From an optimization exercise on the open Yosys and OpenROAD flow, aimed at small area; shortcuts taken in it are not production practice. In this exercise RTL edits were held to simulation tests only and were not proved equivalent to the original. No activity file was given, so power comes from the tool's default toggle rates.

// speech_synth
module speech_synth (
   input  logic               clk,
   input  logic               reset,
   input  logic               ws,
   input  logic               rs,
   input  speech_pkg::addr_t  addr,
   input  speech_pkg::data_t  dd,
   output speech_pkg::data_t  dq,
   output logic               rdy,
   output speech_pkg::out_t   dac_out,
   output logic               sample_valid
);
   speech_pkg::frame_t  shadow;
   speech_pkg::energy_t energy;    
   speech_pkg::pitch_t  pitch;
   logic                talking;
   logic                restart;
   logic                load;
   logic                tick;
   logic [2:0]          m5;
   logic [1:0]          m4;
   speech_pkg::sample_t nexc;
   speech_pkg::sample_t g3;
   host_regs u_host_regs (
      .clk     (clk),
      .reset   (reset),
      .ws      (ws),
      .rs      (rs),
      .addr    (addr),
      .dd      (dd),
      .tick    (tick),
      .dq      (dq),
      .rdy     (rdy),
      .shadow  (shadow),
      .talking (talking),
      .restart (restart),
      .load    (load)
   );
   always_ff @(posedge clk)
      if (load) begin
         energy <= shadow.energy;
         pitch  <= shadow.pitch;
      end
   excitation_gen u_excitation_gen (
      .clk     (clk),
      .reset   (reset),
      .energy  (energy),
      .pitch   (pitch),
      .talking (talking),
      .restart (restart),
      .m5      (m5),
      .m4      (m4),
      .tick    (tick),
      .nexc    (nexc)
   );
   lattice_stage u_lattice (
      .clk     (clk),
      .reset   (reset),
      .f_step  (m5 == 3'd0),
      .b_step  (m5 == 3'd4),
      .first   ((m5 == 3'd0) & (m4 == 2'd0)),
      .last    (tick),
      .restart (restart),
      .load    (load),
      .k_new   (shadow.k),
      .nexc    (nexc),
      .g_out   (g3)
   );
   assign dac_out = ~g3[13:4];
   sample_out u_sample_out (
      .clk          (clk),
      .reset        (reset),
      .talking      (talking),
      .tick         (tick),
      .sample_valid (sample_valid)
   );
endmodule
For scale: ~1,400 cells after synthesis, roughly 220 flip-flops, about 39 I/O pins, ~12,000 um^2 of cells after synthesis.
clock: 32.0 ns
lec_check: 0
abc_area: 1
cap_margin: 20
core_margin: 2
core_utilization: 40
cts_buf_list: sky130_fd_sc_hd__clkbuf_4
cts_cluster_size: 30
slew_margin: 20
run.sh (not shown) runs the stock make flow with config.mk's settings and CLKGATE_MAP_FILE= SYNTH_SCRIPT=/design/flow/synth_recipe.tcl, a recipe that flattens the netlist after the stock synthesis.
Rerun with:
CTS_BUF_LIST = sky130_fd_sc_hd__clkbuf_16   (was sky130_fd_sc_hd__clkbuf_4)
CTS_CLUSTER_DIAMETER = 80   (was unset)
The new run finished clean; final cell count went down by a few percent; routed wire length went down by a few percent; critical path depth stays the same; cell area went down by a few percent; total power went down by a little under a tenth; sequential share of layout area went up by 0.92 points.
Rerun with:
CTS_BUF_LIST = unset   (was sky130_fd_sc_hd__clkbuf_16)
CTS_CLUSTER_DIAMETER = unset   (was 80)
CTS_CLUSTER_SIZE = unset   (was 30)
Outcome: Fmax falls slightly. Cell count rises slightly. Hold slack gets worse by 7.4 ps. Wire length rises slightly. Worst setup slack gets worse by 67 ps. Sequential share of layout area falls by 1.2 points. Non-clock buffer count does not change. Flip-flop and latch count stays the same. Total power rises by about a fifth. Synthesized area does not change. Utilization rises by 1.5 points.
Rerun with:
CORE_UTILIZATION = 60   (was 40)
CTS_BUF_LIST = sky130_fd_sc_hd__clkbuf_8   (was unset)
PLACE_DENSITY = 0.7   (was unset)
Effect:
- count of clock-buffer cells in the layout grows by 11
- combinational power hardly moves
- worst setup slack is better by 260 ps
- wire length stays flat
- synthesized cell count does not change


Another version of the RTL of speech_synth (not shown whole).
Size: about 220 flip-flops, about 39 I/O pins, roughly 11000 µm² of cells after synthesis.
## speech_synth
module speech_synth (
   input  logic               clk,
   input  logic               reset,
   input  logic               ws,
   input  logic               rs,
   input  speech_pkg::addr_t  addr,
   input  speech_pkg::data_t  dd,
   output speech_pkg::data_t  dq,
   output logic               rdy,
   output speech_pkg::out_t   dac_out,
   output logic               sample_valid
);
   speech_pkg::frame_t  shadow;
   speech_pkg::energy_t energy;    
   speech_pkg::pitch_t  pitch;
   logic                talking;
   logic                restart;
   logic                load;
   logic                tick;
   logic [2:0]          m5;
   logic [1:0]          m4;
   speech_pkg::sample_t nexc;
   speech_pkg::sample_t g3;
   host_regs u_host_regs (
      .clk     (clk),
      .reset   (reset),
      .ws      (ws),
      .rs      (rs),
      .addr    (addr),
      .dd      (dd),
      .tick    (tick),
      .dq      (dq),
      .rdy     (rdy),
      .shadow  (shadow),
      .talking (talking),
      .restart (restart),
      .load    (load)
   );
   always_ff @(posedge clk)
      if (load) begin
         energy <= shadow.energy;
         pitch  <= shadow.pitch;
      end
   excitation_gen u_excitation_gen (
      .clk     (clk),
      .reset   (reset),
      .energy  (energy),
      .pitch   (pitch),
      .talking (talking),
      .restart (restart),
      .m5      (m5),
      .m4      (m4),
      .tick    (tick),
      .nexc    (nexc)
   );
   lattice_stage u_lattice (
      .clk     (clk),
      .reset   (reset),
      .f_step  (m5 == 3'd0),
      .b_step  (m5 == 3'd4),
      .first   ((m5 == 3'd0) & (m4 == 2'd0)),
      .last    (tick),
      .restart (restart),
      .load    (load),
      .k_new   (shadow.k),
      .nexc    (nexc),
      .g_out   (g3)
   );
   assign dac_out = ~g3[13:4];
   sample_out u_sample_out (
  ...
export LEC_CHECK = 0
export ABC_AREA = 1
export CAP_MARGIN = 20
export CORE_MARGIN = 2
export CORE_UTILIZATION = 40
export CTS_BUF_LIST = sky130_fd_sc_hd__clkbuf_16
export CTS_CLUSTER_DIAMETER = 80
export CTS_CLUSTER_SIZE = 30
export GPL_TIMING_DRIVEN = 0
export SLEW_MARGIN = 20
create_clock -name core_clock -period 32.0 [get_ports {clk}]
standard.sh (not shown) runs the stock make flow with config.mk's settings and CLKGATE_MAP_FILE= SYNTH_SCRIPT=/design/flow/synth_recipe.tcl, a recipe that flattens the netlist after the stock synthesis.
==> flow/flow/run.sh <==
#!/bin/bash
# Own layout flow: the standard ORFS flow (standard.sh) with these changes:
#  - the port buffers are sky130_fd_sc_hd__buf_1;
#  - clock tree synthesis inserts no dummy loads, and uses clkbuf_8 for the root and
#    inner tree buffers and clkbuf_16 at the leaves.
# Every other script, setting and step is the standard one. Each step's output goes to
# its own log in this folder; ORFS's own per-stage logs are under orfs/logs/.
set -euo pipefail
W=$PWD
rm -rf "$W/scripts_area"
cp -r "$FLOW_HOME/scripts" "$W/scripts_area"
cp "$W/flow/abc_area.script" "$W/scripts_area/abc_area.script"
CTS="-sink_clustering_enable -repair_clock_nets -sink_clustering_size 30 -sink_clustering_max_diameter 80"
CTS="$CTS -buf_list sky130_fd_sc_hd__clkbuf_16 -root_buf sky130_fd_sc_hd__clkbuf_8 -tree_buf sky130_fd_sc_hd__clkbuf_8 -dont_use_dummy_load"
V=("SCRIPTS_DIR=$W/scripts_area" "BUFFER_PORTS_ARGS=-buffer_cell sky130_fd_sc_hd__buf_1" "CTS_ARGS=$CTS")
for step in synth floorplan place cts route finish; do
  bash standard.sh "${V[@]}" "$step" > "$W/flow_$step.log" 2>&1
done
test -f "$W/out/final.def"
==> flow/flow/abc_area.script <==
strash
dch
amap
topo
stime -c
Rerun with:
--- a/flow/flow/run.sh
+++ b/flow/flow/run.sh
@@ -11,5 +11,5 @@
 cp -r "$FLOW_HOME/scripts" "$W/scripts_area"
 cp "$W/flow/abc_area.script" "$W/scripts_area/abc_area.script"
-CTS="-sink_clustering_enable -repair_clock_nets -sink_clustering_size 30 -sink_clustering_max_diameter 80"
+CTS="-sink_clustering_enable -repair_clock_nets -sink_clustering_size 30 -sink_clustering_max_diameter 150"
 CTS="$CTS -buf_list sky130_fd_sc_hd__clkbuf_16 -root_buf sky130_fd_sc_hd__clkbuf_8 -tree_buf sky130_fd_sc_hd__clkbuf_8 -dont_use_dummy_load"
 V=("SCRIPTS_DIR=$W/scripts_area" "BUFFER_PORTS_ARGS=-buffer_cell sky130_fd_sc_hd__buf_1" "CTS_ARGS=$CTS")
==> flow/flow/abc_area.script (replaced) <==
strash
dch
amap -m
topo
stime -c
- CORE_UTILIZATION: 40 -> 55
- CTS_BUF_LIST: sky130_fd_sc_hd__clkbuf_16 -> unset
- CTS_CLUSTER_DIAMETER: 80 -> unset
- CTS_CLUSTER_SIZE: 30 -> unset
Setup slack gets worse by 0.20 ns.
Design area shrinks by 1.7%.
Sequential share of layout area grows by 0.73 points.
Worst hold slack gets better by 0.027 ns.
Wire length shrinks by 2.4%.
Sequential power is about the same.
Power shrinks by 2.9%.
Sequential cell count does not change.
Clock-buffer cell count shrinks by 2.
Cell count shrinks by 5.6%.


Starting RTL as in the previous note.
Settings: LEC_CHECK=0, ABC_AREA=1, CAP_MARGIN=20, CORE_MARGIN=2, CORE_UTILIZATION=40, CTS_BUF_LIST=sky130_fd_sc_hd__clkbuf_16, CTS_CLUSTER_DIAMETER=80, CTS_CLUSTER_SIZE=30, GPL_TIMING_DRIVEN=0, SLEW_MARGIN=20; clock period 32.0 ns.
==> flow/flow/run.sh <==
#!/bin/bash
# Own layout flow: the standard ORFS flow (standard.sh) with these changes:
#  - the port buffers are sky130_fd_sc_hd__buf_1;
#  - clock tree synthesis inserts no dummy loads, and uses clkbuf_8 for the root and
#    inner tree buffers and clkbuf_16 at the leaves.
# Every other script, setting and step is the standard one. Each step's output goes to
# its own log in this folder; ORFS's own per-stage logs are under orfs/logs/.
set -euo pipefail
W=$PWD
rm -rf "$W/scripts_area"
cp -r "$FLOW_HOME/scripts" "$W/scripts_area"
cp "$W/flow/abc_area.script" "$W/scripts_area/abc_area.script"
CTS="-sink_clustering_enable -repair_clock_nets -sink_clustering_size 30 -sink_clustering_max_diameter 150"
CTS="$CTS -buf_list sky130_fd_sc_hd__clkbuf_16 -root_buf sky130_fd_sc_hd__clkbuf_8 -tree_buf sky130_fd_sc_hd__clkbuf_8 -dont_use_dummy_load"
V=("SCRIPTS_DIR=$W/scripts_area" "BUFFER_PORTS_ARGS=-buffer_cell sky130_fd_sc_hd__buf_1" "CTS_ARGS=$CTS")
for step in synth floorplan place cts route finish; do
  bash standard.sh "${V[@]}" "$step" > "$W/flow_$step.log" 2>&1
done
test -f "$W/out/final.def"
==> flow/flow/abc_area.script <==
strash
dch
amap
topo
stime -c
The first run completed without violations.
Edit:
==> flow/flow/run.sh (replaced) <==
#!/bin/bash
set -euo pipefail
W=$PWD
rm -rf "$W/scripts_area"
cp -r "$FLOW_HOME/scripts" "$W/scripts_area"
cp "$W/flow/abc_area.script" "$W/scripts_area/abc_area.script"
CTS="-sink_clustering_enable -repair_clock_nets -sink_clustering_size 30 -sink_clustering_max_diameter 80"
CTS="$CTS -buf_list sky130_fd_sc_hd__clkbuf_16 -root_buf sky130_fd_sc_hd__clkbuf_8 -tree_buf sky130_fd_sc_hd__clkbuf_8 -dont_use_dummy_load"
V=("SCRIPTS_DIR=$W/scripts_area" "BUFFER_PORTS_ARGS=-buffer_cell sky130_fd_sc_hd__buf_1" "CTS_ARGS=$CTS")
for step in synth floorplan place cts route finish; do
  bash standard.sh "${V[@]}" "$step" > "$W/flow_$step.log" 2>&1
done
test -f "$W/out/final.def"
CAP_MARGIN = 5   (was 20)
SLEW_MARGIN = 5   (was 20)
=> Wire length is lower by 0.67%. Global-route usage stays flat. Sequential share of layout area went down by 0.13 points. Sequential power stays flat. Design area rises by 0.31%. Utilization rose by 0.14 points. Flip-flop and latch count is unchanged. Total power rises by 1.7%. Worst setup slack loses 0.90 ns. Die area does not change.
Edit:
==> flow/flow/run.sh (replaced) <==
#!/bin/bash
# Own layout flow: the standard ORFS flow (standard.sh) with these changes:
#  - the port buffers are sky130_fd_sc_hd__buf_1;
#  - clock tree synthesis inserts no dummy loads, and uses clkbuf_8 for the root and
#    inner tree buffers and clkbuf_16 at the leaves.
# Every other script, setting and step is the standard one. Each step's output goes to
# its own log in this folder; ORFS's own per-stage logs are under orfs/logs/.
set -euo pipefail
W=$PWD
rm -rf "$W/scripts_area"
cp -r "$FLOW_HOME/scripts" "$W/scripts_area"
cp "$W/flow/abc_area.script" "$W/scripts_area/abc_area.script"
CTS="-sink_clustering_enable -repair_clock_nets -sink_clustering_size 30 -sink_clustering_max_diameter 150"
CTS="$CTS -buf_list sky130_fd_sc_hd__clkbuf_16 -root_buf sky130_fd_sc_hd__clkbuf_8 -tree_buf sky130_fd_sc_hd__clkbuf_8 -dont_use_dummy_load"
V=("SCRIPTS_DIR=$W/scripts_area" "BUFFER_PORTS_ARGS=-buffer_cell sky130_fd_sc_hd__buf_1" "CTS_ARGS=$CTS")
for step in synth floorplan place cts route finish; do
  bash standard.sh "${V[@]}" "$step" > "$W/flow_$step.log" 2>&1
done
test -f "$W/out/final.def"
CORE_UTILIZATION = 55   (was 40)
CTS_BUF_LIST = default   (was sky130_fd_sc_hd__clkbuf_16)
CTS_CLUSTER_DIAMETER = default   (was 80)
CTS_CLUSTER_SIZE = default   (was 30)
Result: The new run completed with no timing, DRC or antenna violations; worst hold slack improves by 0.026 ns; maximum frequency decreases by 2.0%; clock power decreases by about 7%; flip-flop and latch count does not change; first-iteration DRC count stays flat; total power decreases by 0.73%; worst setup slack degrades by 0.28 ns; final cell count decreases by 4.9%; count of clock-buffer cells in the layout decreases by 2; critical path depth increases by 2; synthesized area is unchanged.
Edit:
==> flow/flow/run.sh (replaced) <==
#!/bin/bash
set -euo pipefail
W=$PWD
rm -rf "$W/scripts_area"
cp -r "$FLOW_HOME/scripts" "$W/scripts_area"
cp "$W/flow/abc_area.script" "$W/scripts_area/abc_area.script"
CTS="-sink_clustering_enable -repair_clock_nets -sink_clustering_size 30 -sink_clustering_max_diameter 80"
CTS="$CTS -buf_list sky130_fd_sc_hd__clkbuf_16 -root_buf sky130_fd_sc_hd__clkbuf_8 -tree_buf sky130_fd_sc_hd__clkbuf_8 -dont_use_dummy_load"
V=("SCRIPTS_DIR=$W/scripts_area" "BUFFER_PORTS_ARGS=-buffer_cell sky130_fd_sc_hd__buf_1" "CTS_ARGS=$CTS")
for step in synth floorplan place cts route finish; do
  bash standard.sh "${V[@]}" "$step" > "$W/flow_$step.log" 2>&1
done
test -f "$W/out/final.def"
CAP_MARGIN = 20   (was 5)
CORE_UTILIZATION = 40   (was 55)
CTS_BUF_LIST = sky130_fd_sc_hd__clkbuf_16   (was default)
CTS_CLUSTER_DIAMETER = 80   (was default)
CTS_CLUSTER_SIZE = 30   (was default)
SLEW_MARGIN = 20   (was 5)
- setup slack gains 1.2 ns
- design area climbs slightly
- power went up slightly
- global-route usage came out lower by 7.3 points
Edit:
--- a/flow/flow/run.sh
+++ b/flow/flow/run.sh
@@ -1,3 +1,9 @@
 #!/bin/bash
+# Own layout flow: the standard ORFS flow (standard.sh) with these changes:
+#  - the port buffers are sky130_fd_sc_hd__buf_1;
+#  - clock tree synthesis inserts no dummy loads, and uses clkbuf_8 for the root and
+#    inner tree buffers and clkbuf_16 at the leaves.
+# Every other script, setting and step is the standard one. Each step's output goes to
+# its own log in this folder; ORFS's own per-stage logs are under orfs/logs/.
 set -euo pipefail
 W=$PWD
CORE_UTILIZATION = 55   (was 40)
- final area went down by about 1%
- via count went up by 0.90%
- worst setup slack gets worse by 0.17 ns
- synthesized cell count is unchanged
- sequential power hardly moves
- hold slack improves by 0.019 ns
- utilization went up by 17 points
- total power barely changes
- maximum frequency goes down by about 1.3%
- flip-flop and latch count is unchanged
Edit:
--- a/flow/flow/run.sh
+++ b/flow/flow/run.sh
@@ -11,5 +11,5 @@
 cp -r "$FLOW_HOME/scripts" "$W/scripts_area"
 cp "$W/flow/abc_area.script" "$W/scripts_area/abc_area.script"
-CTS="-sink_clustering_enable -repair_clock_nets -sink_clustering_size 30 -sink_clustering_max_diameter 80"
+CTS="-sink_clustering_enable -repair_clock_nets -sink_clustering_size 30 -sink_clustering_max_diameter 150"
 CTS="$CTS -buf_list sky130_fd_sc_hd__clkbuf_16 -root_buf sky130_fd_sc_hd__clkbuf_8 -tree_buf sky130_fd_sc_hd__clkbuf_8 -dont_use_dummy_load"
 V=("SCRIPTS_DIR=$W/scripts_area" "BUFFER_PORTS_ARGS=-buffer_cell sky130_fd_sc_hd__buf_1" "CTS_ARGS=$CTS")
==> flow/flow/abc_area.script (replaced) <==
strash
dch
amap -m
topo
stime -c
CTS_BUF_LIST = default   (was sky130_fd_sc_hd__clkbuf_16)
CTS_CLUSTER_DIAMETER = default   (was 80)
CTS_CLUSTER_SIZE = default   (was 30)
The changed run finished clean. Total power fell by about 3%. Die area shrinks by about 0.43%. Routed wire length is lower by 1.9%. Setup slack is worse by 0.033 ns. Sequential share of layout area went up by 0.33 points. Utilization goes down by 0.29 points. Global-route usage came out lower by 0.38 points.

[what the ideal ports hide]
No port has a modelled driver above. Below, the same layouts with a new extraction and two added sets of constraints.
Step 1: set_driving_cell puts a clkbuf_16 on clk and a buf_2 on each other input, an assumption about the parent block.
Step 2, shift: input delay + t, output delay - t, t = (earliest + latest rising clock arrival at the registers) / 2. This alone moves slack from input paths to output paths.
Slacks: ideal ports / drivers / drivers and shift; pairs: ideal ports / drivers.
run	t (ns)	slack for setup (ns)	clock arrival spread, ns	worst register clock-pin slew, ns	worst slew at a driven data input, ns
the first run of note 1	0.720	20.302 / 20.302 / 20.302	0.057 / 0.057	0.08 / 0.08	0.04
the second run of note 1	0.530	20.357 / 20.357 / 20.357	0.021 / 0.021	0.12 / 0.12	0.04
the third run of note 1	0.566	20.290 / 20.290 / 20.290	0.025 / 0.024	0.07 / 0.07	0.04
the fourth run of note 1	0.589	20.551 / 20.551 / 20.551	0.028 / 0.029	0.07 / 0.07	0.04
the first run of note 2	0.556	19.269 / 19.269 / 19.269	0.106 / 0.106	0.11 / 0.11	0.04
the second run of note 2	0.538	19.067 / 19.067 / 19.067	0.050 / 0.049	0.11 / 0.11	0.03
the first run of note 3	0.531	19.227 / 19.227 / 19.227	0.047 / 0.048	0.11 / 0.11	0.04
the second run of note 3	0.554	18.324 / 18.324 / 18.324	0.090 / 0.090	0.11 / 0.11	0.04
the third run of note 3	0.536	18.041 / 18.041 / 18.041	0.043 / 0.043	0.11 / 0.11	0.03
the fourth run of note 3	0.556	19.269 / 19.269 / 19.269	0.106 / 0.106	0.11 / 0.11	0.04
the fifth run of note 3	0.549	19.100 / 19.100 / 19.100	0.070 / 0.070	0.11 / 0.11	0.04
the sixth run of note 3	0.538	19.067 / 19.067 / 19.067	0.050 / 0.049	0.11 / 0.11	0.03
After both steps setup and hold are still met in every run listed.
